Context: an optimization exercise on an open-source flow, tuned for small area and a short achievable clock period. The choices shown serve that exercise and are no tape-out recipe. No run shown here included a check of the RTL's function; only the layout flow was run.

==> flow/design.v, too long to show whole: its modules and the start of the top module <==
// module beamformer_top: 3702 lines
module beamformer_top (
	input  wire         clock,
	input  wire         reset,
	input  wire         in_valid,
	input  wire [79:0]  sample_i,
	input  wire [79:0]  sample_q,
	input  wire         wr_en,
	input  wire [2:0]   wr_elem,
	input  wire [1:0]   wr_sel,
	input  wire [4:0]   wr_data,
	output wire         out_valid,
	output wire [15:0]  out_i,
	output wire [15:0]  out_q
);
  // ...
==> flow/run.sh <==
#!/bin/bash
# synth_recipe.tcl (not shown) runs the flow's synth.tcl, then flattens the netlist and writes it again
# the make line also repeats each setting of config.mk as NAME=value (left out here)
make -C /OpenROAD-flow-scripts/flow DESIGN_CONFIG=/design/flow/config.mk WORK_HOME=/design/flow/orfs CLKGATE_MAP_FILE= SYNTH_SCRIPT=/design/flow/synth_recipe.tcl finish
==> flow/config.mk <==
export PLATFORM = sky130hd
export DESIGN_NAME = beamformer_top
export DESIGN_NICKNAME = beamformer_top
export VERILOG_FILES = /design/flow/design.v
export SDC_FILE = /design/flow/constraint.sdc
export NUM_CORES = 4
export LEC_CHECK = 0
export CAP_MARGIN = 20
export CORE_MARGIN = 2
export CORE_UTILIZATION = 60
export SETUP_SLACK_MARGIN = 5
export SLEW_MARGIN = 20
==> flow/constraint.sdc <==
create_clock -name core_clock -period 9.0 [get_ports {clock}]
set_input_delay 1.8000 -clock core_clock [delete_from_list [all_inputs] [get_ports {clock}]]
set_output_delay 1.8000 -clock core_clock [all_outputs]
set_load 0.01 [all_outputs]
==> run_results.csv, run 1 <==
group,metric,value,unit
sta,clock_skew,0.0258,ns
drt,routed.top_layer,"met5",
clock_tree,clk_latency,0.79,ns
worst_setup_path,cp-start-kind,"primary input",
cells_and_area,final_common_cell,"inv_1",
cells_and_area,layout_common_cells,"inv_1 (1200), dfxtp_1 (1153), xnor2_1 (1148)",
worst_setup_path,rr_startpoint,"vi_6a_r[0]$_DFF_P_",
cells_and_area,final_cells,10900,
cells_and_area,seq_cells,1160,
worst_setup_path,worstPathMaxFanout,12,
global_routing,gr-max-usage-layer,"met2",
floorplan,ios,207,
sta,timing.final.crit_share,44.0,%
yosys,synthFlopType,"dfxtp_1",
placed_design,pre_cts_ws,3.14,ns
outcome,status,"complete, no violations",
floorplan,start_util,60.4,%
placed_design,gp_congestion,0.923,
worst_setup_path,cpMostUsedCell,"fa_1",
yosys,synthAdderAreaFrac,28.7,%
yosys,synth_cell_types,80,
yosys,synth-edff-count,0,
drt,dr.first_iter.drc_count,5298,
sta,tightest_slew,1.17,ns
floorplan,tapCellCount,1903,
global_routing,grt_remaining_overflow,0,
sta,max_freq,253,MHz
drt,dr.pass1.iters,6,
floorplan,die_y,384,um
floorplan,die_area,0.147,mm2
==> run 2, diff against run 1 <==
--- a/flow/design.v
+++ b/flow/design.v
@@ -15,71 +15,14 @@
 );
 	reg [4:0] bank [0:31];
-	wire [4:0] wr_slot = {wr_elem, wr_sel};
-	wire [4:0] bnx_0 = reset ? 5'd0 : (wr_en && wr_slot == 5'd0) ? wr_data : bank[0];
-	always @(posedge clock) bank[0] <= bnx_0;
-	wire [4:0] bnx_1 = reset ? 5'd0 : (wr_en && wr_slot == 5'd1) ? wr_data : bank[1];
-	always @(posedge clock) bank[1] <= bnx_1;
-	wire [4:0] bnx_2 = reset ? 5'd0 : (wr_en && wr_slot == 5'd2) ? wr_data : bank[2];
-	always @(posedge clock) bank[2] <= bnx_2;
-	wire [4:0] bnx_3 = reset ? 5'd0 : (wr_en && wr_slot == 5'd3) ? wr_data : bank[3];
-	always @(posedge clock) bank[3] <= bnx_3;
-	wire [4:0] bnx_4 = reset ? 5'd0 : (wr_en && wr_slot == 5'd4) ? wr_data : bank[4];
-	always @(posedge clock) bank[4] <= bnx_4;
-	wire [4:0] bnx_5 = reset ? 5'd0 : (wr_en && wr_slot == 5'd5) ? wr_data : bank[5];
-	always @(posedge clock) bank[5] <= bnx_5;
-	wire [4:0] bnx_6 = reset ? 5'd0 : (wr_en && wr_slot == 5'd6) ? wr_data : bank[6];
-	always @(posedge clock) bank[6] <= bnx_6;
-	wire [4:0] bnx_7 = reset ? 5'd0 : (wr_en && wr_slot == 5'd7) ? wr_data : bank[7];
-	always @(posedge clock) bank[7] <= bnx_7;
-	wire [4:0] bnx_8 = reset ? 5'd0 : (wr_en && wr_slot == 5'd8) ? wr_data : bank[8];
-	always @(posedge clock) bank[8] <= bnx_8;
-	wire [4:0] bnx_9 = reset ? 5'd0 : (wr_en && wr_slot == 5'd9) ? wr_data : bank[9];
-	always @(posedge clock) bank[9] <= bnx_9;
-	wire [4:0] bnx_10 = reset ? 5'd0 : (wr_en && wr_slot == 5'd10) ? wr_data : bank[10];
-	always @(posedge clock) bank[10] <= bnx_10;
-	wire [4:0] bnx_11 = reset ? 5'd0 : (wr_en && wr_slot == 5'd11) ? wr_data : bank[11];
-	always @(posedge clock) bank[11] <= bnx_11;
-	wire [4:0] bnx_12 = reset ? 5'd0 : (wr_en && wr_slot == 5'd12) ? wr_data : bank[12];
-	always @(posedge clock) bank[12] <= bnx_12;
-	wire [4:0] bnx_13 = reset ? 5'd0 : (wr_en && wr_slot == 5'd13) ? wr_data : bank[13];
-	always @(posedge clock) bank[13] <= bnx_13;
-	wire [4:0] bnx_14 = reset ? 5'd0 : (wr_en && wr_slot == 5'd14) ? wr_data : bank[14];
-	always @(posedge clock) bank[14] <= bnx_14;
-	wire [4:0] bnx_15 = reset ? 5'd0 : (wr_en && wr_slot == 5'd15) ? wr_data : bank[15];
-	always @(posedge clock) bank[15] <= bnx_15;
-	wire [4:0] bnx_16 = reset ? 5'd0 : (wr_en && wr_slot == 5'd16) ? wr_data : bank[16];
-	always @(posedge clock) bank[16] <= bnx_16;
-	wire [4:0] bnx_17 = reset ? 5'd0 : (wr_en && wr_slot == 5'd17) ? wr_data : bank[17];
-	always @(posedge clock) bank[17] <= bnx_17;
-	wire [4:0] bnx_18 = reset ? 5'd0 : (wr_en && wr_slot == 5'd18) ? wr_data : bank[18];
-	always @(posedge clock) bank[18] <= bnx_18;
-	wire [4:0] bnx_19 = reset ? 5'd0 : (wr_en && wr_slot == 5'd19) ? wr_data : bank[19];
-	always @(posedge clock) bank[19] <= bnx_19;
-	wire [4:0] bnx_20 = reset ? 5'd0 : (wr_en && wr_slot == 5'd20) ? wr_data : bank[20];
-	always @(posedge clock) bank[20] <= bnx_20;
-	wire [4:0] bnx_21 = reset ? 5'd0 : (wr_en && wr_slot == 5'd21) ? wr_data : bank[21];
-	always @(posedge clock) bank[21] <= bnx_21;
-	wire [4:0] bnx_22 = reset ? 5'd0 : (wr_en && wr_slot == 5'd22) ? wr_data : bank[22];
-	always @(posedge clock) bank[22] <= bnx_22;
-	wire [4:0] bnx_23 = reset ? 5'd0 : (wr_en && wr_slot == 5'd23) ? wr_data : bank[23];
-	always @(posedge clock) bank[23] <= bnx_23;
-	wire [4:0] bnx_24 = reset ? 5'd0 : (wr_en && wr_slot == 5'd24) ? wr_data : bank[24];
-	always @(posedge clock) bank[24] <= bnx_24;
-	wire [4:0] bnx_25 = reset ? 5'd0 : (wr_en && wr_slot == 5'd25) ? wr_data : bank[25];
-	always @(posedge clock) bank[25] <= bnx_25;
-	wire [4:0] bnx_26 = reset ? 5'd0 : (wr_en && wr_slot == 5'd26) ? wr_data : bank[26];
-	always @(posedge clock) bank[26] <= bnx_26;
-	wire [4:0] bnx_27 = reset ? 5'd0 : (wr_en && wr_slot == 5'd27) ? wr_data : bank[27];
-	always @(posedge clock) bank[27] <= bnx_27;
-	wire [4:0] bnx_28 = reset ? 5'd0 : (wr_en && wr_slot == 5'd28) ? wr_data : bank[28];
-	always @(posedge clock) bank[28] <= bnx_28;
-	wire [4:0] bnx_29 = reset ? 5'd0 : (wr_en && wr_slot == 5'd29) ? wr_data : bank[29];
-	always @(posedge clock) bank[29] <= bnx_29;
-	wire [4:0] bnx_30 = reset ? 5'd0 : (wr_en && wr_slot == 5'd30) ? wr_data : bank[30];
-	always @(posedge clock) bank[30] <= bnx_30;
-	wire [4:0] bnx_31 = reset ? 5'd0 : (wr_en && wr_slot == 5'd31) ? wr_data : bank[31];
-	always @(posedge clock) bank[31] <= bnx_31;
-	wire signed [5:0] wc_0 = $signed(bnx_0) + $signed(bnx_2);
-	wire signed [5:0] ws_0 = $signed(bnx_1) + $signed(bnx_3);
+	integer k;
+	always @(posedge clock) begin
+		if (reset) begin
+			for (k = 0; k < 32; k = k + 1) bank[k] <= 5'd0;
+		end else if (wr_en) begin
+			bank[{wr_elem, wr_sel}] <= wr_data;
+		end
+	end
+	wire signed [5:0] wc_0 = $signed(bank[0]) + $signed(bank[2]);
+	wire signed [5:0] ws_0 = $signed(bank[1]) + $signed(bank[3]);
 	wire bc0_0_one_n = wc_0[0] ^ 1'b0;
 	wire bc0_0_two_n = (wc_0[1] & ~wc_0[0] & ~1'b0) | (~wc_0[1] & wc_0[0] & 1'b0);
@@ -112,6 +55,6 @@
 	reg bs0_2_one, bs0_2_two, bs0_2_neg;
 	always @(posedge clock) begin bs0_2_one <= bs0_2_one_n; bs0_2_two <= bs0_2_two_n; bs0_2_neg <= bs0_2_neg_n; end
-	wire signed [5:0] wc_1 = $signed(bnx_4) + $signed(bnx_6);
-	wire signed [5:0] ws_1 = $signed(bnx_5) + $signed(bnx_7);
+	wire signed [5:0] wc_1 = $signed(bank[4]) + $signed(bank[6]);
+	wire signed [5:0] ws_1 = $signed(bank[5]) + $signed(bank[7]);
 	wire bc1_0_one_n = wc_1[0] ^ 1'b0;
 	wire bc1_0_two_n = (wc_1[1] & ~wc_1[0] & ~1'b0) | (~wc_1[1] & wc_1[0] & 1'b0);
@@ -144,6 +87,6 @@
 	reg bs1_2_one, bs1_2_two, bs1_2_neg;
 	always @(posedge clock) begin bs1_2_one <= bs1_2_one_n; bs1_2_two <= bs1_2_two_n; bs1_2_neg <= bs1_2_neg_n; end
-	wire signed [5:0] wc_2 = $signed(bnx_8) + $signed(bnx_10);
-	wire signed [5:0] ws_2 = $signed(bnx_9) + $signed(bnx_11);
+	wire signed [5:0] wc_2 = $signed(bank[8]) + $signed(bank[10]);
+	wire signed [5:0] ws_2 = $signed(bank[9]) + $signed(bank[11]);
 	wire bc2_0_one_n = wc_2[0] ^ 1'b0;
 	wire bc2_0_two_n = (wc_2[1] & ~wc_2[0] & ~1'b0) | (~wc_2[1] & wc_2[0] & 1'b0);
@@ -176,6 +119,6 @@
 	reg bs2_2_one, bs2_2_two, bs2_2_neg;
 	always @(posedge clock) begin bs2_2_one <= bs2_2_one_n; bs2_2_two <= bs2_2_two_n; bs2_2_neg <= bs2_2_neg_n; end
-	wire signed [5:0] wc_3 = $signed(bnx_12) + $signed(bnx_14);
-	wire signed [5:0] ws_3 = $signed(bnx_13) + $signed(bnx_15);
+	wire signed [5:0] wc_3 = $signed(bank[12]) + $signed(bank[14]);
+	wire signed [5:0] ws_3 = $signed(bank[13]) + $signed(bank[15]);
 	wire bc3_0_one_n = wc_3[0] ^ 1'b0;
 	wire bc3_0_two_n = (wc_3[1] & ~wc_3[0] & ~1'b0) | (~wc_3[1] & wc_3[0] & 1'b0);
@@ -208,6 +151,6 @@
 	reg bs3_2_one, bs3_2_two, bs3_2_neg;
 	always @(posedge clock) begin bs3_2_one <= bs3_2_one_n; bs3_2_two <= bs3_2_two_n; bs3_2_neg <= bs3_2_neg_n; end
-	wire signed [5:0] wc_4 = $signed(bnx_16) + $signed(bnx_18);
-	wire signed [5:0] ws_4 = $signed(bnx_17) + $signed(bnx_19);
+	wire signed [5:0] wc_4 = $signed(bank[16]) + $signed(bank[18]);
+	wire signed [5:0] ws_4 = $signed(bank[17]) + $signed(bank[19]);
 	wire bc4_0_one_n = wc_4[0] ^ 1'b0;
 	wire bc4_0_two_n = (wc_4[1] & ~wc_4[0] & ~1'b0) | (~wc_4[1] & wc_4[0] & 1'b0);
@@ -240,6 +183,6 @@
 	reg bs4_2_one, bs4_2_two, bs4_2_neg;
 	always @(posedge clock) begin bs4_2_one <= bs4_2_one_n; bs4_2_two <= bs4_2_two_n; bs4_2_neg <= bs4_2_neg_n; end
-	wire signed [5:0] wc_5 = $signed(bnx_20) + $signed(bnx_22);
-	wire signed [5:0] ws_5 = $signed(bnx_21) + $signed(bnx_23);
+	wire signed [5:0] wc_5 = $signed(bank[20]) + $signed(bank[22]);
+	wire signed [5:0] ws_5 = $signed(bank[21]) + $signed(bank[23]);
 	wire bc5_0_one_n = wc_5[0] ^ 1'b0;
 	wire bc5_0_two_n = (wc_5[1] & ~wc_5[0] & ~1'b0) | (~wc_5[1] & wc_5[0] & 1'b0);
@@ -272,6 +215,6 @@
 	reg bs5_2_one, bs5_2_two, bs5_2_neg;
 	always @(posedge clock) begin bs5_2_one <= bs5_2_one_n; bs5_2_two <= bs5_2_two_n; bs5_2_neg <= bs5_2_neg_n; end
-	wire signed [5:0] wc_6 = $signed(bnx_24) + $signed(bnx_26);
-	wire signed [5:0] ws_6 = $signed(bnx_25) + $signed(bnx_27);
+	wire signed [5:0] wc_6 = $signed(bank[24]) + $signed(bank[26]);
+	wire signed [5:0] ws_6 = $signed(bank[25]) + $signed(bank[27]);
 	wire bc6_0_one_n = wc_6[0] ^ 1'b0;
 	wire bc6_0_two_n = (wc_6[1] & ~wc_6[0] & ~1'b0) | (~wc_6[1] & wc_6[0] & 1'b0);
@@ -304,6 +247,6 @@
 	reg bs6_2_one, bs6_2_two, bs6_2_neg;
 	always @(posedge clock) begin bs6_2_one <= bs6_2_one_n; bs6_2_two <= bs6_2_two_n; bs6_2_neg <= bs6_2_neg_n; end
-	wire signed [5:0] wc_7 = $signed(bnx_28) + $signed(bnx_30);
-	wire signed [5:0] ws_7 = $signed(bnx_29) + $signed(bnx_31);
+	wire signed [5:0] wc_7 = $signed(bank[28]) + $signed(bank[30]);
+	wire signed [5:0] ws_7 = $signed(bank[29]) + $signed(bank[31]);
 	wire bc7_0_one_n = wc_7[0] ^ 1'b0;
 	wire bc7_0_two_n = (wc_7[1] & ~wc_7[0] & ~1'b0) | (~wc_7[1] & wc_7[0] & 1'b0);
@@ -336,5 +279,9 @@
 	reg bs7_2_one, bs7_2_two, bs7_2_neg;
 	always @(posedge clock) begin bs7_2_one <= bs7_2_one_n; bs7_2_two <= bs7_2_two_n; bs7_2_neg <= bs7_2_neg_n; end
-	wire [79:0] si_r = sample_i, sq_r = sample_q;
+	reg [79:0] si_r, sq_r;
+	always @(posedge clock) begin
+		si_r <= sample_i;
+		sq_r <= sample_q;
+	end
 	wire [9:0] xi_0 = si_r[9:0];
 	wire [9:0] xq_0 = sq_r[9:0];
@@ -516,7 +463,9 @@
 	wire ti0s_176, ti0c_177;
 	assign {ti0c_177, ti0s_176} = pp_66 + ti0s_147 + ti0c_146;
-	reg [16:0] vi_0a_r, vi_0b_r;
-	always @(posedge clock) begin vi_0a_r <= {1'b1, ti0c_177, ti0c_175, ti0c_173, ti0c_171, ti0c_169, ti0c_167, ti0c_165, ti0c_163, ti0c_161, ti0c_159, ti0c_157, ti0c_155, ti0c_153, ti0c_151, ti0c_149, ti0s_148}; vi_0b_r <= {1'b0, pp_33, ti0s_176, ti0s_174, ti0s_172, ti0s_170, ti0s_168, ti0s_166, ti0s_164, ti0s_162, ti0s_160, ti0s_158, ti0s_156, ti0s_154, ti0s_152, ti0s_150, pp_34}; end
-	wire [16:0] vi_0 = vi_0a_r + vi_0b_r;
+	wire [3:0] vi_0l = {1'b0, ti0c_151, ti0c_149, ti0s_148} + {1'b0, ti0s_152, ti0s_150, pp_34};
+	reg [3:0] vi_0l_r;
+	reg [13:0] vi_0a_r, vi_0b_r;
+	always @(posedge clock) begin vi_0l_r <= vi_0l; vi_0a_r <= {1'b1, ti0c_177, ti0c_175, ti0c_173, ti0c_171, ti0c_169, ti0c_167, ti0c_165, ti0c_163, ti0c_161, ti0c_159, ti0c_157, ti0c_155, ti0c_153}; vi_0b_r <= {1'b0, pp_33, ti0s_176, ti0s_174, ti0s_172, ti0s_170, ti0s_168, ti0s_166, ti0s_164, ti0s_162, ti0s_160, ti0s_158, ti0s_156, ti0s_154}; end
+	wire [16:0] vi_0 = {vi_0a_r + vi_0b_r + vi_0l_r[3], vi_0l_r[2:0]};
 	wire pp_178 = (bc0_0_one & xq_0[0]) ^ bc0_0_neg;
 	wire pp_179 = ((bc0_0_one & xq_0[1]) | (bc0_0_two & xq_0[0])) ^ bc0_0_neg;
@@ -699,7 +648,9 @@
 	wire tq0s_356, tq0c_357;
 	assign {tq0c_357, tq0s_356} = pp_245 + tq0s_327 + tq0c_326;
-	reg [16:0] vq_0a_r, vq_0b_r;
-	always @(posedge clock) begin vq_0a_r <= {1'b1, tq0c_357, tq0c_355, tq0c_353, tq0c_351, tq0c_349, tq0c_347, tq0c_345, tq0c_343, tq0c_341, tq0c_339, tq0c_337, tq0c_335, tq0c_333, tq0c_331, tq0c_329, tq0s_328}; vq_0b_r <= {1'b0, pp_210, tq0s_356, tq0s_354, tq0s_352, tq0s_350, tq0s_348, tq0s_346, tq0s_344, tq0s_342, tq0s_340, tq0s_338, tq0s_336, tq0s_334, tq0s_332, tq0s_330, pp_211}; end
-	wire [16:0] vq_0 = vq_0a_r + vq_0b_r;
+	wire [3:0] vq_0l = {1'b0, tq0c_331, tq0c_329, tq0s_328} + {1'b0, tq0s_332, tq0s_330, pp_211};
+	reg [3:0] vq_0l_r;
+	reg [13:0] vq_0a_r, vq_0b_r;
+	always @(posedge clock) begin vq_0l_r <= vq_0l; vq_0a_r <= {1'b1, tq0c_357, tq0c_355, tq0c_353, tq0c_351, tq0c_349, tq0c_347, tq0c_345, tq0c_343, tq0c_341, tq0c_339, tq0c_337, tq0c_335, tq0c_333}; vq_0b_r <= {1'b0, pp_210, tq0s_356, tq0s_354, tq0s_352, tq0s_350, tq0s_348, tq0s_346, tq0s_344, tq0s_342, tq0s_340, tq0s_338, tq0s_336, tq0s_334}; end
+	wire [16:0] vq_0 = {vq_0a_r + vq_0b_r + vq_0l_r[3], vq_0l_r[2:0]};
 	wire [9:0] xi_1 = si_r[19:10];
 	wire [9:0] xq_1 = sq_r[19:10];
@@ -881,7 +832,9 @@
 	wire ti1s_533, ti1c_534;
 	assign {ti1c_534, ti1s_533} = pp_423 + ti1s_504 + ti1c_503;
-	reg [16:0] vi_1a_r, vi_1b_r;
-	always @(posedge clock) begin vi_1a_r <= {1'b1, ti1c_534, ti1c_532, ti1c_530, ti1c_528, ti1c_526, ti1c_524, ti1c_522, ti1c_520, ti1c_518, ti1c_516, ti1c_514, ti1c_512, ti1c_510, ti1c_508, ti1c_506, ti1s_505}; vi_1b_r <= {1'b0, pp_390, ti1s_533, ti1s_531, ti1s_529, ti1s_527, ti1s_525, ti1s_523, ti1s_521, ti1s_519, ti1s_517, ti1s_515, ti1s_513, ti1s_511, ti1s_509, ti1s_507, pp_391}; end
-	wire [16:0] vi_1 = vi_1a_r + vi_1b_r;
+	wire [3:0] vi_1l = {1'b0, ti1c_508, ti1c_506, ti1s_505} + {1'b0, ti1s_509, ti1s_507, pp_391};
+	reg [3:0] vi_1l_r;
+	reg [13:0] vi_1a_r, vi_1b_r;
+	always @(posedge clock) begin vi_1l_r <= vi_1l; vi_1a_r <= {1'b1, ti1c_534, ti1c_532, ti1c_530, ti1c_528, ti1c_526, ti1c_524, ti1c_522, ti1c_520, ti1c_518, ti1c_516, ti1c_514, ti1c_512, ti1c_510}; vi_1b_r <= {1'b0, pp_390, ti1s_533, ti1s_531, ti1s_529, ti1s_527, ti1s_525, ti1s_523, ti1s_521, ti1s_519, ti1s_517, ti1s_515, ti1s_513, ti1s_511}; end
+	wire [16:0] vi_1 = {vi_1a_r + vi_1b_r + vi_1l_r[3], vi_1l_r[2:0]};
 	wire pp_535 = (bc1_0_one & xq_1[0]) ^ bc1_0_neg;
 	wire pp_536 = ((bc1_0_one & xq_1[1]) | (bc1_0_two & xq_1[0])) ^ bc1_0_neg;
@@ -1064,7 +1017,9 @@
 	wire tq1s_713, tq1c_714;
 	assign {tq1c_714, tq1s_713} = pp_602 + tq1s_684 + tq1c_683;
-	reg [16:0] vq_1a_r, vq_1b_r;
-	always @(posedge clock) begin vq_1a_r <= {1'b1, tq1c_714, tq1c_712, tq1c_710, tq1c_708, tq1c_706, tq1c_704, tq1c_702, tq1c_700, tq1c_698, tq1c_696, tq1c_694, tq1c_692, tq1c_690, tq1c_688, tq1c_686, tq1s_685}; vq_1b_r <= {1'b0, pp_567, tq1s_713, tq1s_711, tq1s_709, tq1s_707, tq1s_705, tq1s_703, tq1s_701, tq1s_699, tq1s_697, tq1s_695, tq1s_693, tq1s_691, tq1s_689, tq1s_687, pp_568}; end
-	wire [16:0] vq_1 = vq_1a_r + vq_1b_r;
+	wire [3:0] vq_1l = {1'b0, tq1c_688, tq1c_686, tq1s_685} + {1'b0, tq1s_689, tq1s_687, pp_568};
+	reg [3:0] vq_1l_r;
+	reg [13:0] vq_1a_r, vq_1b_r;
+	always @(posedge clock) begin vq_1l_r <= vq_1l; vq_1a_r <= {1'b1, tq1c_714, tq1c_712, tq1c_710, tq1c_708, tq1c_706, tq1c_704, tq1c_702, tq1c_700, tq1c_698, tq1c_696, tq1c_694, tq1c_692, tq1c_690}; vq_1b_r <= {1'b0, pp_567, tq1s_713, tq1s_711, tq1s_709, tq1s_707, tq1s_705, tq1s_703, tq1s_701, tq1s_699, tq1s_697, tq1s_695, tq1s_693, tq1s_691}; end
+	wire [16:0] vq_1 = {vq_1a_r + vq_1b_r + vq_1l_r[3], vq_1l_r[2:0]};
 	wire [9:0] xi_2 = si_r[29:20];
 	wire [9:0] xq_2 = sq_r[29:20];
@@ -1246,7 +1201,9 @@
 	wire ti2s_890, ti2c_891;
 	assign {ti2c_891, ti2s_890} = pp_780 + ti2s_861 + ti2c_860;
-	reg [16:0] vi_2a_r, vi_2b_r;
-	always @(posedge clock) begin vi_2a_r <= {1'b1, ti2c_891, ti2c_889, ti2c_887, ti2c_885, ti2c_883, ti2c_881, ti2c_879, ti2c_877, ti2c_875, ti2c_873, ti2c_871, ti2c_869, ti2c_867, ti2c_865, ti2c_863, ti2s_862}; vi_2b_r <= {1'b0, pp_747, ti2s_890, ti2s_888, ti2s_886, ti2s_884, ti2s_882, ti2s_880, ti2s_878, ti2s_876, ti2s_874, ti2s_872, ti2s_870, ti2s_868, ti2s_866, ti2s_864, pp_748}; end
-	wire [16:0] vi_2 = vi_2a_r + vi_2b_r;
+	wire [3:0] vi_2l = {1'b0, ti2c_865, ti2c_863, ti2s_862} + {1'b0, ti2s_866, ti2s_864, pp_748};
+	reg [3:0] vi_2l_r;
+	reg [13:0] vi_2a_r, vi_2b_r;
+	always @(posedge clock) begin vi_2l_r <= vi_2l; vi_2a_r <= {1'b1, ti2c_891, ti2c_889, ti2c_887, ti2c_885, ti2c_883, ti2c_881, ti2c_879, ti2c_877, ti2c_875, ti2c_873, ti2c_871, ti2c_869, ti2c_867}; vi_2b_r <= {1'b0, pp_747, ti2s_890, ti2s_888, ti2s_886, ti2s_884, ti2s_882, ti2s_880, ti2s_878, ti2s_876, ti2s_874, ti2s_872, ti2s_870, ti2s_868}; end
+	wire [16:0] vi_2 = {vi_2a_r + vi_2b_r + vi_2l_r[3], vi_2l_r[2:0]};
 	wire pp_892 = (bc2_0_one & xq_2[0]) ^ bc2_0_neg;
 	wire pp_893 = ((bc2_0_one & xq_2[1]) | (bc2_0_two & xq_2[0])) ^ bc2_0_neg;
@@ -1429,7 +1386,9 @@
 	wire tq2s_1070, tq2c_1071;
 	assign {tq2c_1071, tq2s_1070} = pp_959 + tq2s_1041 + tq2c_1040;
-	reg [16:0] vq_2a_r, vq_2b_r;
-	always @(posedge clock) begin vq_2a_r <= {1'b1, tq2c_1071, tq2c_1069, tq2c_1067, tq2c_1065, tq2c_1063, tq2c_1061, tq2c_1059, tq2c_1057, tq2c_1055, tq2c_1053, tq2c_1051, tq2c_1049, tq2c_1047, tq2c_1045, tq2c_1043, tq2s_1042}; vq_2b_r <= {1'b0, pp_924, tq2s_1070, tq2s_1068, tq2s_1066, tq2s_1064, tq2s_1062, tq2s_1060, tq2s_1058, tq2s_1056, tq2s_1054, tq2s_1052, tq2s_1050, tq2s_1048, tq2s_1046, tq2s_1044, pp_925}; end
-	wire [16:0] vq_2 = vq_2a_r + vq_2b_r;
+	wire [3:0] vq_2l = {1'b0, tq2c_1045, tq2c_1043, tq2s_1042} + {1'b0, tq2s_1046, tq2s_1044, pp_925};
+	reg [3:0] vq_2l_r;
+	reg [13:0] vq_2a_r, vq_2b_r;
+	always @(posedge clock) begin vq_2l_r <= vq_2l; vq_2a_r <= {1'b1, tq2c_1071, tq2c_1069, tq2c_1067, tq2c_1065, tq2c_1063, tq2c_1061, tq2c_1059, tq2c_1057, tq2c_1055, tq2c_1053, tq2c_1051, tq2c_1049, tq2c_1047}; vq_2b_r <= {1'b0, pp_924, tq2s_1070, tq2s_1068, tq2s_1066, tq2s_1064, tq2s_1062, tq2s_1060, tq2s_1058, tq2s_1056, tq2s_1054, tq2s_1052, tq2s_1050, tq2s_1048}; end
+	wire [16:0] vq_2 = {vq_2a_r + vq_2b_r + vq_2l_r[3], vq_2l_r[2:0]};
 	wire [9:0] xi_3 = si_r[39:30];
 	wire [9:0] xq_3 = sq_r[39:30];
@@ -1611,7 +1570,9 @@
 	wire ti3s_1247, ti3c_1248;
 	assign {ti3c_1248, ti3s_1247} = pp_1137 + ti3s_1218 + ti3c_1217;
-	reg [16:0] vi_3a_r, vi_3b_r;
-	always @(posedge clock) begin vi_3a_r <= {1'b1, ti3c_1248, ti3c_1246, ti3c_1244, ti3c_1242, ti3c_1240, ti3c_1238, ti3c_1236, ti3c_1234, ti3c_1232, ti3c_1230, ti3c_1228, ti3c_1226, ti3c_1224, ti3c_1222, ti3c_1220, ti3s_1219}; vi_3b_r <= {1'b0, pp_1104, ti3s_1247, ti3s_1245, ti3s_1243, ti3s_1241, ti3s_1239, ti3s_1237, ti3s_1235, ti3s_1233, ti3s_1231, ti3s_1229, ti3s_1227, ti3s_1225, ti3s_1223, ti3s_1221, pp_1105}; end
-	wire [16:0] vi_3 = vi_3a_r + vi_3b_r;
+	wire [3:0] vi_3l = {1'b0, ti3c_1222, ti3c_1220, ti3s_1219} + {1'b0, ti3s_1223, ti3s_1221, pp_1105};
+	reg [3:0] vi_3l_r;
+	reg [13:0] vi_3a_r, vi_3b_r;
+	always @(posedge clock) begin vi_3l_r <= vi_3l; vi_3a_r <= {1'b1, ti3c_1248, ti3c_1246, ti3c_1244, ti3c_1242, ti3c_1240, ti3c_1238, ti3c_1236, ti3c_1234, ti3c_1232, ti3c_1230, ti3c_1228, ti3c_1226, ti3c_1224}; vi_3b_r <= {1'b0, pp_1104, ti3s_1247, ti3s_1245, ti3s_1243, ti3s_1241, ti3s_1239, ti3s_1237, ti3s_1235, ti3s_1233, ti3s_1231, ti3s_1229, ti3s_1227, ti3s_1225}; end
+	wire [16:0] vi_3 = {vi_3a_r + vi_3b_r + vi_3l_r[3], vi_3l_r[2:0]};
 	wire pp_1249 = (bc3_0_one & xq_3[0]) ^ bc3_0_neg;
 	wire pp_1250 = ((bc3_0_one & xq_3[1]) | (bc3_0_two & xq_3[0])) ^ bc3_0_neg;
@@ -1794,7 +1755,9 @@
 	wire tq3s_1427, tq3c_1428;
 	assign {tq3c_1428, tq3s_1427} = pp_1316 + tq3s_1398 + tq3c_1397;
-	reg [16:0] vq_3a_r, vq_3b_r;
-	always @(posedge clock) begin vq_3a_r <= {1'b1, tq3c_1428, tq3c_1426, tq3c_1424, tq3c_1422, tq3c_1420, tq3c_1418, tq3c_1416, tq3c_1414, tq3c_1412, tq3c_1410, tq3c_1408, tq3c_1406, tq3c_1404, tq3c_1402, tq3c_1400, tq3s_1399}; vq_3b_r <= {1'b0, pp_1281, tq3s_1427, tq3s_1425, tq3s_1423, tq3s_1421, tq3s_1419, tq3s_1417, tq3s_1415, tq3s_1413, tq3s_1411, tq3s_1409, tq3s_1407, tq3s_1405, tq3s_1403, tq3s_1401, pp_1282}; end
-	wire [16:0] vq_3 = vq_3a_r + vq_3b_r;
+	wire [3:0] vq_3l = {1'b0, tq3c_1402, tq3c_1400, tq3s_1399} + {1'b0, tq3s_1403, tq3s_1401, pp_1282};
+	reg [3:0] vq_3l_r;
+	reg [13:0] vq_3a_r, vq_3b_r;
+	always @(posedge clock) begin vq_3l_r <= vq_3l; vq_3a_r <= {1'b1, tq3c_1428, tq3c_1426, tq3c_1424, tq3c_1422, tq3c_1420, tq3c_1418, tq3c_1416, tq3c_1414, tq3c_1412, tq3c_1410, tq3c_1408, tq3c_1406, tq3c_1404}; vq_3b_r <= {1'b0, pp_1281, tq3s_1427, tq3s_1425, tq3s_1423, tq3s_1421, tq3s_1419, tq3s_1417, tq3s_1415, tq3s_1413, tq3s_1411, tq3s_1409, tq3s_1407, tq3s_1405}; end
+	wire [16:0] vq_3 = {vq_3a_r + vq_3b_r + vq_3l_r[3], vq_3l_r[2:0]};
 	wire [9:0] xi_4 = si_r[49:40];
 	wire [9:0] xq_4 = sq_r[49:40];
@@ -1976,7 +1939,9 @@
 	wire ti4s_1604, ti4c_1605;
 	assign {ti4c_1605, ti4s_1604} = pp_1494 + ti4s_1575 + ti4c_1574;
-	reg [16:0] vi_4a_r, vi_4b_r;
-	always @(posedge clock) begin vi_4a_r <= {1'b1, ti4c_1605, ti4c_1603, ti4c_1601, ti4c_1599, ti4c_1597, ti4c_1595, ti4c_1593, ti4c_1591, ti4c_1589, ti4c_1587, ti4c_1585, ti4c_1583, ti4c_1581, ti4c_1579, ti4c_1577, ti4s_1576}; vi_4b_r <= {1'b0, pp_1461, ti4s_1604, ti4s_1602, ti4s_1600, ti4s_1598, ti4s_1596, ti4s_1594, ti4s_1592, ti4s_1590, ti4s_1588, ti4s_1586, ti4s_1584, ti4s_1582, ti4s_1580, ti4s_1578, pp_1462}; end
-	wire [16:0] vi_4 = vi_4a_r + vi_4b_r;
+	wire [3:0] vi_4l = {1'b0, ti4c_1579, ti4c_1577, ti4s_1576} + {1'b0, ti4s_1580, ti4s_1578, pp_1462};
+	reg [3:0] vi_4l_r;
+	reg [13:0] vi_4a_r, vi_4b_r;
+	always @(posedge clock) begin vi_4l_r <= vi_4l; vi_4a_r <= {1'b1, ti4c_1605, ti4c_1603, ti4c_1601, ti4c_1599, ti4c_1597, ti4c_1595, ti4c_1593, ti4c_1591, ti4c_1589, ti4c_1587, ti4c_1585, ti4c_1583, ti4c_1581}; vi_4b_r <= {1'b0, pp_1461, ti4s_1604, ti4s_1602, ti4s_1600, ti4s_1598, ti4s_1596, ti4s_1594, ti4s_1592, ti4s_1590, ti4s_1588, ti4s_1586, ti4s_1584, ti4s_1582}; end
+	wire [16:0] vi_4 = {vi_4a_r + vi_4b_r + vi_4l_r[3], vi_4l_r[2:0]};
 	wire pp_1606 = (bc4_0_one & xq_4[0]) ^ bc4_0_neg;
 	wire pp_1607 = ((bc4_0_one & xq_4[1]) | (bc4_0_two & xq_4[0])) ^ bc4_0_neg;
@@ -2159,7 +2124,9 @@
 	wire tq4s_1784, tq4c_1785;
 	assign {tq4c_1785, tq4s_1784} = pp_1673 + tq4s_1755 + tq4c_1754;
-	reg [16:0] vq_4a_r, vq_4b_r;
-	always @(posedge clock) begin vq_4a_r <= {1'b1, tq4c_1785, tq4c_1783, tq4c_1781, tq4c_1779, tq4c_1777, tq4c_1775, tq4c_1773, tq4c_1771, tq4c_1769, tq4c_1767, tq4c_1765, tq4c_1763, tq4c_1761, tq4c_1759, tq4c_1757, tq4s_1756}; vq_4b_r <= {1'b0, pp_1638, tq4s_1784, tq4s_1782, tq4s_1780, tq4s_1778, tq4s_1776, tq4s_1774, tq4s_1772, tq4s_1770, tq4s_1768, tq4s_1766, tq4s_1764, tq4s_1762, tq4s_1760, tq4s_1758, pp_1639}; end
-	wire [16:0] vq_4 = vq_4a_r + vq_4b_r;
+	wire [3:0] vq_4l = {1'b0, tq4c_1759, tq4c_1757, tq4s_1756} + {1'b0, tq4s_1760, tq4s_1758, pp_1639};
+	reg [3:0] vq_4l_r;
+	reg [13:0] vq_4a_r, vq_4b_r;
+	always @(posedge clock) begin vq_4l_r <= vq_4l; vq_4a_r <= {1'b1, tq4c_1785, tq4c_1783, tq4c_1781, tq4c_1779, tq4c_1777, tq4c_1775, tq4c_1773, tq4c_1771, tq4c_1769, tq4c_1767, tq4c_1765, tq4c_1763, tq4c_1761}; vq_4b_r <= {1'b0, pp_1638, tq4s_1784, tq4s_1782, tq4s_1780, tq4s_1778, tq4s_1776, tq4s_1774, tq4s_1772, tq4s_1770, tq4s_1768, tq4s_1766, tq4s_1764, tq4s_1762}; end
+	wire [16:0] vq_4 = {vq_4a_r + vq_4b_r + vq_4l_r[3], vq_4l_r[2:0]};
 	wire [9:0] xi_5 = si_r[59:50];
 	wire [9:0] xq_5 = sq_r[59:50];
@@ -2341,7 +2308,9 @@
 	wire ti5s_1961, ti5c_1962;
 	assign {ti5c_1962, ti5s_1961} = pp_1851 + ti5s_1932 + ti5c_1931;
-	reg [16:0] vi_5a_r, vi_5b_r;
-	always @(posedge clock) begin vi_5a_r <= {1'b1, ti5c_1962, ti5c_1960, ti5c_1958, ti5c_1956, ti5c_1954, ti5c_1952, ti5c_1950, ti5c_1948, ti5c_1946, ti5c_1944, ti5c_1942, ti5c_1940, ti5c_1938, ti5c_1936, ti5c_1934, ti5s_1933}; vi_5b_r <= {1'b0, pp_1818, ti5s_1961, ti5s_1959, ti5s_1957, ti5s_1955, ti5s_1953, ti5s_1951, ti5s_1949, ti5s_1947, ti5s_1945, ti5s_1943, ti5s_1941, ti5s_1939, ti5s_1937, ti5s_1935, pp_1819}; end
-	wire [16:0] vi_5 = vi_5a_r + vi_5b_r;
+	wire [3:0] vi_5l = {1'b0, ti5c_1936, ti5c_1934, ti5s_1933} + {1'b0, ti5s_1937, ti5s_1935, pp_1819};
+	reg [3:0] vi_5l_r;
+	reg [13:0] vi_5a_r, vi_5b_r;
+	always @(posedge clock) begin vi_5l_r <= vi_5l; vi_5a_r <= {1'b1, ti5c_1962, ti5c_1960, ti5c_1958, ti5c_1956, ti5c_1954, ti5c_1952, ti5c_1950, ti5c_1948, ti5c_1946, ti5c_1944, ti5c_1942, ti5c_1940, ti5c_1938}; vi_5b_r <= {1'b0, pp_1818, ti5s_1961, ti5s_1959, ti5s_1957, ti5s_1955, ti5s_1953, ti5s_1951, ti5s_1949, ti5s_1947, ti5s_1945, ti5s_1943, ti5s_1941, ti5s_1939}; end
+	wire [16:0] vi_5 = {vi_5a_r + vi_5b_r + vi_5l_r[3], vi_5l_r[2:0]};
 	wire pp_1963 = (bc5_0_one & xq_5[0]) ^ bc5_0_neg;
 	wire pp_1964 = ((bc5_0_one & xq_5[1]) | (bc5_0_two & xq_5[0])) ^ bc5_0_neg;
@@ -2524,7 +2493,9 @@
 	wire tq5s_2141, tq5c_2142;
 	assign {tq5c_2142, tq5s_2141} = pp_2030 + tq5s_2112 + tq5c_2111;
-	reg [16:0] vq_5a_r, vq_5b_r;
-	always @(posedge clock) begin vq_5a_r <= {1'b1, tq5c_2142, tq5c_2140, tq5c_2138, tq5c_2136, tq5c_2134, tq5c_2132, tq5c_2130, tq5c_2128, tq5c_2126, tq5c_2124, tq5c_2122, tq5c_2120, tq5c_2118, tq5c_2116, tq5c_2114, tq5s_2113}; vq_5b_r <= {1'b0, pp_1995, tq5s_2141, tq5s_2139, tq5s_2137, tq5s_2135, tq5s_2133, tq5s_2131, tq5s_2129, tq5s_2127, tq5s_2125, tq5s_2123, tq5s_2121, tq5s_2119, tq5s_2117, tq5s_2115, pp_1996}; end
-	wire [16:0] vq_5 = vq_5a_r + vq_5b_r;
+	wire [3:0] vq_5l = {1'b0, tq5c_2116, tq5c_2114, tq5s_2113} + {1'b0, tq5s_2117, tq5s_2115, pp_1996};
+	reg [3:0] vq_5l_r;
+	reg [13:0] vq_5a_r, vq_5b_r;
+	always @(posedge clock) begin vq_5l_r <= vq_5l; vq_5a_r <= {1'b1, tq5c_2142, tq5c_2140, tq5c_2138, tq5c_2136, tq5c_2134, tq5c_2132, tq5c_2130, tq5c_2128, tq5c_2126, tq5c_2124, tq5c_2122, tq5c_2120, tq5c_2118}; vq_5b_r <= {1'b0, pp_1995, tq5s_2141, tq5s_2139, tq5s_2137, tq5s_2135, tq5s_2133, tq5s_2131, tq5s_2129, tq5s_2127, tq5s_2125, tq5s_2123, tq5s_2121, tq5s_2119}; end
+	wire [16:0] vq_5 = {vq_5a_r + vq_5b_r + vq_5l_r[3], vq_5l_r[2:0]};
 	wire [9:0] xi_6 = si_r[69:60];
 	wire [9:0] xq_6 = sq_r[69:60];
@@ -2706,7 +2677,9 @@
 	wire ti6s_2318, ti6c_2319;
 	assign {ti6c_2319, ti6s_2318} = pp_2208 + ti6s_2289 + ti6c_2288;
-	reg [16:0] vi_6a_r, vi_6b_r;
-	always @(posedge clock) begin vi_6a_r <= {1'b1, ti6c_2319, ti6c_2317, ti6c_2315, ti6c_2313, ti6c_2311, ti6c_2309, ti6c_2307, ti6c_2305, ti6c_2303, ti6c_2301, ti6c_2299, ti6c_2297, ti6c_2295, ti6c_2293, ti6c_2291, ti6s_2290}; vi_6b_r <= {1'b0, pp_2175, ti6s_2318, ti6s_2316, ti6s_2314, ti6s_2312, ti6s_2310, ti6s_2308, ti6s_2306, ti6s_2304, ti6s_2302, ti6s_2300, ti6s_2298, ti6s_2296, ti6s_2294, ti6s_2292, pp_2176}; end
-	wire [16:0] vi_6 = vi_6a_r + vi_6b_r;
+	wire [3:0] vi_6l = {1'b0, ti6c_2293, ti6c_2291, ti6s_2290} + {1'b0, ti6s_2294, ti6s_2292, pp_2176};
+	reg [3:0] vi_6l_r;
+	reg [13:0] vi_6a_r, vi_6b_r;
+	always @(posedge clock) begin vi_6l_r <= vi_6l; vi_6a_r <= {1'b1, ti6c_2319, ti6c_2317, ti6c_2315, ti6c_2313, ti6c_2311, ti6c_2309, ti6c_2307, ti6c_2305, ti6c_2303, ti6c_2301, ti6c_2299, ti6c_2297, ti6c_2295}; vi_6b_r <= {1'b0, pp_2175, ti6s_2318, ti6s_2316, ti6s_2314, ti6s_2312, ti6s_2310, ti6s_2308, ti6s_2306, ti6s_2304, ti6s_2302, ti6s_2300, ti6s_2298, ti6s_2296}; end
+	wire [16:0] vi_6 = {vi_6a_r + vi_6b_r + vi_6l_r[3], vi_6l_r[2:0]};
 	wire pp_2320 = (bc6_0_one & xq_6[0]) ^ bc6_0_neg;
 	wire pp_2321 = ((bc6_0_one & xq_6[1]) | (bc6_0_two & xq_6[0])) ^ bc6_0_neg;
@@ -2889,7 +2862,9 @@
 	wire tq6s_2498, tq6c_2499;
 	assign {tq6c_2499, tq6s_2498} = pp_2387 + tq6s_2469 + tq6c_2468;
-	reg [16:0] vq_6a_r, vq_6b_r;
-	always @(posedge clock) begin vq_6a_r <= {1'b1, tq6c_2499, tq6c_2497, tq6c_2495, tq6c_2493, tq6c_2491, tq6c_2489, tq6c_2487, tq6c_2485, tq6c_2483, tq6c_2481, tq6c_2479, tq6c_2477, tq6c_2475, tq6c_2473, tq6c_2471, tq6s_2470}; vq_6b_r <= {1'b0, pp_2352, tq6s_2498, tq6s_2496, tq6s_2494, tq6s_2492, tq6s_2490, tq6s_2488, tq6s_2486, tq6s_2484, tq6s_2482, tq6s_2480, tq6s_2478, tq6s_2476, tq6s_2474, tq6s_2472, pp_2353}; end
-	wire [16:0] vq_6 = vq_6a_r + vq_6b_r;
+	wire [3:0] vq_6l = {1'b0, tq6c_2473, tq6c_2471, tq6s_2470} + {1'b0, tq6s_2474, tq6s_2472, pp_2353};
+	reg [3:0] vq_6l_r;
+	reg [13:0] vq_6a_r, vq_6b_r;
+	always @(posedge clock) begin vq_6l_r <= vq_6l; vq_6a_r <= {1'b1, tq6c_2499, tq6c_2497, tq6c_2495, tq6c_2493, tq6c_2491, tq6c_2489, tq6c_2487, tq6c_2485, tq6c_2483, tq6c_2481, tq6c_2479, tq6c_2477, tq6c_2475}; vq_6b_r <= {1'b0, pp_2352, tq6s_2498, tq6s_2496, tq6s_2494, tq6s_2492, tq6s_2490, tq6s_2488, tq6s_2486, tq6s_2484, tq6s_2482, tq6s_2480, tq6s_2478, tq6s_2476}; end
+	wire [16:0] vq_6 = {vq_6a_r + vq_6b_r + vq_6l_r[3], vq_6l_r[2:0]};
 	wire [9:0] xi_7 = si_r[79:70];
 	wire [9:0] xq_7 = sq_r[79:70];
@@ -3071,7 +3046,9 @@
 	wire ti7s_2675, ti7c_2676;
 	assign {ti7c_2676, ti7s_2675} = pp_2565 + ti7s_2646 + ti7c_2645;
-	reg [16:0] vi_7a_r, vi_7b_r;
-	always @(posedge clock) begin vi_7a_r <= {1'b1, ti7c_2676, ti7c_2674, ti7c_2672, ti7c_2670, ti7c_2668, ti7c_2666, ti7c_2664, ti7c_2662, ti7c_2660, ti7c_2658, ti7c_2656, ti7c_2654, ti7c_2652, ti7c_2650, ti7c_2648, ti7s_2647}; vi_7b_r <= {1'b0, pp_2532, ti7s_2675, ti7s_2673, ti7s_2671, ti7s_2669, ti7s_2667, ti7s_2665, ti7s_2663, ti7s_2661, ti7s_2659, ti7s_2657, ti7s_2655, ti7s_2653, ti7s_2651, ti7s_2649, pp_2533}; end
-	wire [16:0] vi_7 = vi_7a_r + vi_7b_r;
+	wire [3:0] vi_7l = {1'b0, ti7c_2650, ti7c_2648, ti7s_2647} + {1'b0, ti7s_2651, ti7s_2649, pp_2533};
+	reg [3:0] vi_7l_r;
+	reg [13:0] vi_7a_r, vi_7b_r;
+	always @(posedge clock) begin vi_7l_r <= vi_7l; vi_7a_r <= {1'b1, ti7c_2676, ti7c_2674, ti7c_2672, ti7c_2670, ti7c_2668, ti7c_2666, ti7c_2664, ti7c_2662, ti7c_2660, ti7c_2658, ti7c_2656, ti7c_2654, ti7c_2652}; vi_7b_r <= {1'b0, pp_2532, ti7s_2675, ti7s_2673, ti7s_2671, ti7s_2669, ti7s_2667, ti7s_2665, ti7s_2663, ti7s_2661, ti7s_2659, ti7s_2657, ti7s_2655, ti7s_2653}; end
+	wire [16:0] vi_7 = {vi_7a_r + vi_7b_r + vi_7l_r[3], vi_7l_r[2:0]};
 	wire pp_2677 = (bc7_0_one & xq_7[0]) ^ bc7_0_neg;
 	wire pp_2678 = ((bc7_0_one & xq_7[1]) | (bc7_0_two & xq_7[0])) ^ bc7_0_neg;
@@ -3254,7 +3231,9 @@
 	wire tq7s_2855, tq7c_2856;
 	assign {tq7c_2856, tq7s_2855} = pp_2744 + tq7s_2826 + tq7c_2825;
-	reg [16:0] vq_7a_r, vq_7b_r;
-	always @(posedge clock) begin vq_7a_r <= {1'b1, tq7c_2856, tq7c_2854, tq7c_2852, tq7c_2850, tq7c_2848, tq7c_2846, tq7c_2844, tq7c_2842, tq7c_2840, tq7c_2838, tq7c_2836, tq7c_2834, tq7c_2832, tq7c_2830, tq7c_2828, tq7s_2827}; vq_7b_r <= {1'b0, pp_2709, tq7s_2855, tq7s_2853, tq7s_2851, tq7s_2849, tq7s_2847, tq7s_2845, tq7s_2843, tq7s_2841, tq7s_2839, tq7s_2837, tq7s_2835, tq7s_2833, tq7s_2831, tq7s_2829, pp_2710}; end
-	wire [16:0] vq_7 = vq_7a_r + vq_7b_r;
+	wire [3:0] vq_7l = {1'b0, tq7c_2830, tq7c_2828, tq7s_2827} + {1'b0, tq7s_2831, tq7s_2829, pp_2710};
+	reg [3:0] vq_7l_r;
+	reg [13:0] vq_7a_r, vq_7b_r;
+	always @(posedge clock) begin vq_7l_r <= vq_7l; vq_7a_r <= {1'b1, tq7c_2856, tq7c_2854, tq7c_2852, tq7c_2850, tq7c_2848, tq7c_2846, tq7c_2844, tq7c_2842, tq7c_2840, tq7c_2838, tq7c_2836, tq7c_2834, tq7c_2832}; vq_7b_r <= {1'b0, pp_2709, tq7s_2855, tq7s_2853, tq7s_2851, tq7s_2849, tq7s_2847, tq7s_2845, tq7s_2843, tq7s_2841, tq7s_2839, tq7s_2837, tq7s_2835, tq7s_2833}; end
+	wire [16:0] vq_7 = {vq_7a_r + vq_7b_r + vq_7l_r[3], vq_7l_r[2:0]};
 	wire ui_0_n_ovf = (vi_0[16] != vi_0[15]) || (vi_0[16] != vi_0[14]);
 	wire [14:0] ui_0_n = ui_0_n_ovf ? {15{~vi_0[16]}} : {~vi_0[14], vi_0[13:0]};
@@ -3695,10 +3674,10 @@
 	assign out_i = oi_r;
 	assign out_q = oq_r;
-	reg [3:0] vld;
+	reg [4:0] vld;
 	always @(posedge clock) begin
-		if (reset) vld <= 4'd0;
-		else vld <= {vld[2:0], in_valid};
+		if (reset) vld <= 5'd0;
+		else vld <= {vld[3:0], in_valid};
 	end
-	assign out_valid = vld[3];
+	assign out_valid = vld[4];
 endmodule
 `default_nettype wire
==> flow/flow/run.sh (new file) <==
#!/bin/bash
set -euo pipefail
R=$PWD/orfs/results/sky130hd/beamformer_top/base
ARGS=(SETUP_SLACK_MARGIN=6.0
	"BUFFER_PORTS_ARGS=-buffer_cell sky130_fd_sc_hd__buf_2"
	"CTS_ARGS=-sink_clustering_enable -repair_clock_nets -dont_use_dummy_load -sink_clustering_size 25 -sink_clustering_max_diameter 90")
bash standard.sh "${ARGS[@]}" "$R/1_2_yosys.v" > synth.log 2>&1
cp "$R/1_2_yosys.v" "$R/1_2_yosys.standard.v"
python3 flow/fixinv.py "$R/1_2_yosys.standard.v" "$R/1_2_yosys.v" > fixinv.log 2>&1
bash standard.sh "${ARGS[@]}" finish > layout.log 2>&1
==> flow/flow/fixinv.py (new file) <==
#!/usr/bin/env python3
"""Remove inverters around full-adder cells in a Yosys netlist.

Yosys's extract_fa often builds a full adder on inverted inputs and inverts
its outputs back. A full adder is self-dual, fa(~a,~b,~c) = (~sum, ~cout),
so a cell can swap the polarity of all its pins: where that lets inverters
on its inputs and outputs cancel, this script does so. Registers and every
other cell are left as they are.

usage: fixinv.py IN.v OUT.v
"""
import re
import sys

FA = 'sky130_fd_sc_hd__fa_'
INV = ('sky130_fd_sc_hd__inv_', 'sky130_fd_sc_hd__clkinv_')
OUTPINS = {'X', 'Y', 'Q', 'Q_N', 'SUM', 'COUT', 'HI', 'LO'}

src = open(sys.argv[1]).read()
inst_re = re.compile(r'^(\s*)(sky130_fd_sc_hd__\w+)\s+(\S+)\s*\((.*?)\);\n', re.S | re.M)
pin_re = re.compile(r'\.(\w+)\(\s*(.*?)\s*\)\s*(?:,|$)', re.S)

insts = {}
order = []
for m in inst_re.finditer(src):
    typ, name, body = m.group(2), m.group(3), m.group(4)
    pins = dict((p, n.strip()) for p, n in pin_re.findall(body))
    insts[name] = [typ, pins]
    order.append(name)
rest = inst_re.sub('', src)

m = re.search(r'module\s+\w+\s*\((.*?)\);', src, re.S)
ext_text = '\n'.join(l for l in rest.split(';') if re.match(r'\s*(input|output|inout|assign)\b', l))
ext_names = set(re.findall(r'(\\\S+|[A-Za-z_][\w$]*)', ext_text))
# port names from the header too
ext_names |= set(re.findall(r'(\\\S+|[A-Za-z_][\w$]*)', m.group(1)))


def is_inv(t):
    return t.startswith(INV)


drv = {}
loads = {}


def rebuild():
    drv.clear()
    loads.clear()
    for n, (t, pins) in insts.items():
        for p, net in pins.items():
            if p in OUTPINS:
                drv[net] = (n, p)
            else:
                loads.setdefault(net, []).append((n, p))


rebuild()
cnt = [0]


def newnet():
    cnt[0] += 1
    return '_fixinv_%d_' % cnt[0]


new_wires = []


def external(net):
    return net in ext_names or net.startswith("1'")


def inv_of(net):
    """A net carrying ~net without adding a cell, or None."""
    d = drv.get(net)
    if d and is_inv(insts[d[0]][0]):
        return insts[d[0]][1]['A']
    for (n, p) in loads.get(net, []):
        if is_inv(insts[n][0]) and n in insts:
            return insts[n][1]['Y']
    return None


def gain(name):
    t, pins = insts[name]
    g = 0
    for p in ('A', 'B', 'CIN'):
        net = pins[p]
        d = drv.get(net)
        if d and is_inv(insts[d[0]][0]) and len(loads.get(net, [])) == 1 and not external(net):
            g += 1          # that inverter goes away
        elif inv_of(net) is None:
            g -= 1          # a new inverter is needed
    for p in ('SUM', 'COUT'):
        net = pins[p]
        ls = loads.get(net, [])
        invs = [n for (n, q) in ls if is_inv(insts[n][0]) and not external(insts[n][1]['Y'])]
        others = len(ls) - len(invs) + (1 if external(net) else 0)
        g += len(invs)
        if others:
            g -= 1
    return g


def flip(name):
    t, pins = insts[name]
    for p in ('A', 'B', 'CIN'):
        net = pins[p]
        d = drv.get(net)
        if d and is_inv(insts[d[0]][0]) and len(loads.get(net, [])) == 1 and not external(net):
            a = insts[d[0]][1]['A']
            del insts[d[0]]
            pins[p] = a
        else:
            alt = inv_of(net)
            if alt is None:
                alt = newnet()
                new_wires.append(alt)
                insts['_fixinv_i%d_' % cnt[0]] = ['sky130_fd_sc_hd__inv_1', {'A': net, 'Y': alt}]
                order.append('_fixinv_i%d_' % cnt[0])
            pins[p] = alt
        rebuild()
    for p in ('SUM', 'COUT'):
        net = pins[p]
        ls = loads.get(net, [])
        invs = [n for (n, q) in ls if is_inv(insts[n][0]) and not external(insts[n][1]['Y'])]
        others = [(n, q) for (n, q) in ls if n not in invs]
        nn = newnet()
        new_wires.append(nn)
        pins[p] = nn            # the cell now drives ~old value on nn
        for n in invs:
            y = insts[n][1]['Y']
            del insts[n]
            # loads of y now read nn directly
            for (m2, q2) in loads.get(y, []):
                if m2 in insts:
                    insts[m2][1][q2] = nn
        if others or external(net):
            insts['_fixinv_o%d_' % cnt[0]] = ['sky130_fd_sc_hd__inv_1', {'A': nn, 'Y': net}]
            order.append('_fixinv_o%d_' % cnt[0])
        rebuild()


before = sum(1 for t, _ in insts.values() if is_inv(t))
changed = True
passes = 0
while changed and passes < 20:
    changed = False
    passes += 1
    for name in list(order):
        if name in insts and insts[name][0].startswith(FA) and gain(name) > 0:
            flip(name)
            changed = True
after = sum(1 for t, _ in insts.values() if is_inv(t))

# emit
out = []
ins = []
for name in order:
    if name not in insts:
        continue
    t, pins = insts[name]
    body = ',\n'.join('    .%s(%s%s)' % (p, n, ' ' if n.startswith('\\') else '') for p, n in pins.items())
    ins.append('  %s %s (\n%s\n  );\n' % (t, name, body))
text = rest
idx = text.rindex('endmodule')
wires = ''.join('  wire %s;\n' % w for w in new_wires)
# put new wires after the module header
hdr_end = re.search(r'module\s+\w+\s*\(.*?\);\n', text, re.S).end()
text = text[:hdr_end] + wires + text[hdr_end:]
idx = text.rindex('endmodule')
text = text[:idx] + ''.join(ins) + text[idx:]
open(sys.argv[2], 'w').write(text)
print('inverters: %d -> %d (%d passes)' % (before, after, passes), file=sys.stderr)
==> flow/standard.sh (new file) <==
#!/bin/bash
# synth_recipe.tcl (not shown) runs the flow's synth.tcl, then flattens the netlist and writes it again
# the make line also repeats each setting of config.mk as NAME=value (left out here)
make -C /OpenROAD-flow-scripts/flow DESIGN_CONFIG=/design/flow/config.mk WORK_HOME=/design/flow/orfs CLKGATE_MAP_FILE= SYNTH_SCRIPT=/design/flow/synth_recipe.tcl "${@:-finish}"
--- a/flow/config.mk
+++ b/flow/config.mk
@@ -8,5 +8,5 @@
 export CAP_MARGIN = 20
 export CORE_MARGIN = 2
-export CORE_UTILIZATION = 60
+export CORE_UTILIZATION = 55
 export SETUP_SLACK_MARGIN = 5
 export SLEW_MARGIN = 20
removed: flow/run.sh
==> run 2 against run 1 <==
Net effect:
- still clean on timing, DRC and antenna
- wire length is 2.8% lower
- critical path depth is 6 lower
- area after synthesis is 0.38% higher
- fmax is 29% higher
- critical endpoint is now out_q[6]
==> run_results.csv, run 2 <==
group,metric,value,unit
outcome,status,"complete, no violations",
clock_tree,postCtsHoldBufs,0,
sta,final-hold-violation-count,0,
yosys,synth_warnings,1,
worst_setup_path,cp-end-kind,"primary output",
sta,setup_tns,0,ns
sta,timing.final.crit_share,34.2,%
cells_and_area,largest_register_ffs,160,
clock_tree,h-tree-depth,3,
sta,tightest_slew,0.957,ns
cells_and_area,largest_register,"bank",
worst_setup_path,crit_chain,"buf_6",
cells_and_area,final_cells,10300,
cells_and_area,fin_nets,9857,
clock_tree,cts-root-buf,"clkbuf_16",
placed_design,io_buffers,206,
global_routing,grt_antenna_before_repair,7,
yosys,syn_avg_cell_area,10.5,um2
clock_tree,clk_pin_slew,0.09,ns
drt,drc,0,
sta,final.min_clock_period,3.08,ns
drt,dr_total_vias,59100,
run,drv_cap,0,
yosys,syn_area,0.0868,mm2
floorplan,start_util,55.5,%
global_routing,grt_pass1_vias,61300,
drt,wl,235000,um
worst_setup_path,worstPathMaxFanout,1,
worst_setup_path,path_buf_inv,1,
yosys,synthCells,8246,
drt,met2_length,112000,um
clock_tree,clk_path_buf_depth,3,
cells_and_area,fillCellCount,13200,
cells_and_area,area_growth,8.43,%
worst_setup_path,cp-start-kind,"flop",
placed_design,dp_cells,10000,
floorplan,ios,207,
drt,wl_met3,15400,um
drt,dr.first_iter.drc_count,5112,
sta,clock_skew,0.0850,ns
drt,dr.pass1.iters,6,
clock_tree,numCtsBuffers,76,
cells_and_area,multi_input_area,0.0555,mm2
cells_and_area,layout_common_cells,"xnor2_1 (1131), dfxtp_1 (883), fa_1 (881)",
global_routing,grt_remaining_overflow,0,
hold_path,hp-class,"flop to flop",
drt,wire_per_inst,22.9,um
yosys,syn-num-nets,9900,
worst_setup_path,arrival,1.28,ns
placed_design,post-dp-hpwl,172000,um
floorplan,num_rows,145,
drt,drt-vias-per-instance,5.76,
sta,slew_headroom,36.2,%
worst_setup_path,crit_type,"flop to primary output",
drt,drtAntennaViolNets,0,
worst_setup_path,cpPeakStageDelay,0.43,ns
sta,max_freq,325,MHz
drt,routed.top_layer,"met4",
worst_setup_path,critPathTopFamily,"flip-flops",
clock_tree,cts_tree,"done",
sta,setup_violations,0,
global_routing,grt_pass1_wl,363000,um
floorplan,die_w,401,um
cells_and_area,seq_area,0.0278,mm2
cells_and_area,reg_top3,"bank: 160 flops, si_r: 80 flops, sq_r: 80 flops",
cells_and_area,drive_above_1_share,12.4,%
global_routing,grtUsageTotal,29.1,%
sta,maxSlewViolCount,0,
floorplan,die_area,0.161,mm2
clock_tree,clk_latency,0.73,ns
placed_design,gp_congestion,0.899,
worst_setup_path,crit_required,7.20,ns
sta,rsz0062_at_grt,"yes",
drt,drt-met1-wl,98900,um
clock_tree,cts_sinks,1289,
floorplan,die_y,401,um
cells_and_area,final_common_cell,"xnor2_1",
global_routing,grt_start_max_net_pins,40,
worst_setup_path,cp_slowest_cell,"dfxtp_4",
floorplan,core_area,0.157,mm2
[run 2: cell types whose count changed in the layout (fill, tap and decap cells not counted), sizes merged, moves of 102 or more]
cell         previous run  this run
nor2                  280       155
and2                   45       164
clkbuf                179        77
dlygate4sd2           106         0
nand3                 138        17
nand2                 341       237
inv                  1219       830
edfxtp                  0       160
a21oi                 511       257
buf                   110       387
[run 2: final timing paths]
path / slack (ns) / cells after the start / to / from
max: 5.92 / 1 / out_q[6] / oq_r[6]$_DFF_P_
min: 0.39 / 2 / ui_1[2]$_DFF_P_ / vi_1l_r[2]$_DFF_P_
max reg2reg: 5.98 / 15 / ui_7[9]$_DFF_P_ / vi_7l_r[3]$_DFF_P_
min reg2reg: 0.39 / 2 / ui_1[2]$_DFF_P_ / vi_1l_r[2]$_DFF_P_
[run 2: area by class of cell]
class | count | area share [%]
Multi-Input combinational cell | 5588 | 58.9
Inverter | 860 | 3.55
Sequential cell | 1289 | 29.6
Clock buffer | 76 | 2.02
Antenna cell | 5 | 0.0133
Tap cell | 2058 | 2.73
Timing Repair Buffer | 388 | 3.16
[run 2: metrics by stage]
stage                     hold slack [ns]  worst slack (ns)  area, um2  utilization, %
after floorplan                     0.411              5.94      86900               -
after global placement              0.419              4.63      88700            56.6
after detailed placement            0.422              4.56      88700            56.6
after CTS                           0.389              5.89      92900            59.3
after global routing                0.448              5.88      94200            60.1
final                               0.393              5.92      94200            60.1
[run 2: layer usage]
metal	track usage, %	vias to the layer above
met5	0	-
met4	9.82	0
met3	4.74	381
met2	48.6	1933
met1	38.4	29500
li1	-	27300
[run 2: what timing repair did]
action,CTS,global route
buffers inserted,109,38
resized for setup,457,268
endpoints found under the setup margin,948,477
pin swaps,58,80
cloned,9,5

==> re-timing with driven ports <==
The flow's constraints put no driver on any port. The routed layouts listed below were extracted and timed again, unchanged, in two steps.
Step 1 sets driving cells, clkbuf_16 on the clock port and buf_2 on the other inputs (assumed; they add their load-dependent delay and slew).
Step 2, shift: input delay + t, output delay - t, t = (earliest + latest rising clock arrival at the registers) / 2. This alone moves slack from input paths to output paths.
a / b / c = ideal / step 1 / step 2; a / b = the first two.
run | shift t [ns] | setup slack, ns | hold slack, ns | slew at the worst register clock pin (ns)
run 1 | 0.859 | 5.042 / 5.089 / 4.231 | 0.450 / 0.450 / 0.450 | 0.07 / 0.07
run 2 | 0.775 | 5.920 / 5.829 / 5.365 | 0.393 / 0.393 / 0.393 | 0.10 / 0.10
After both steps every run listed still meets setup and hold. The setup slack of run 1, which loses most, moves by +0.047 ns with the drivers and by -0.811 ns with both steps.
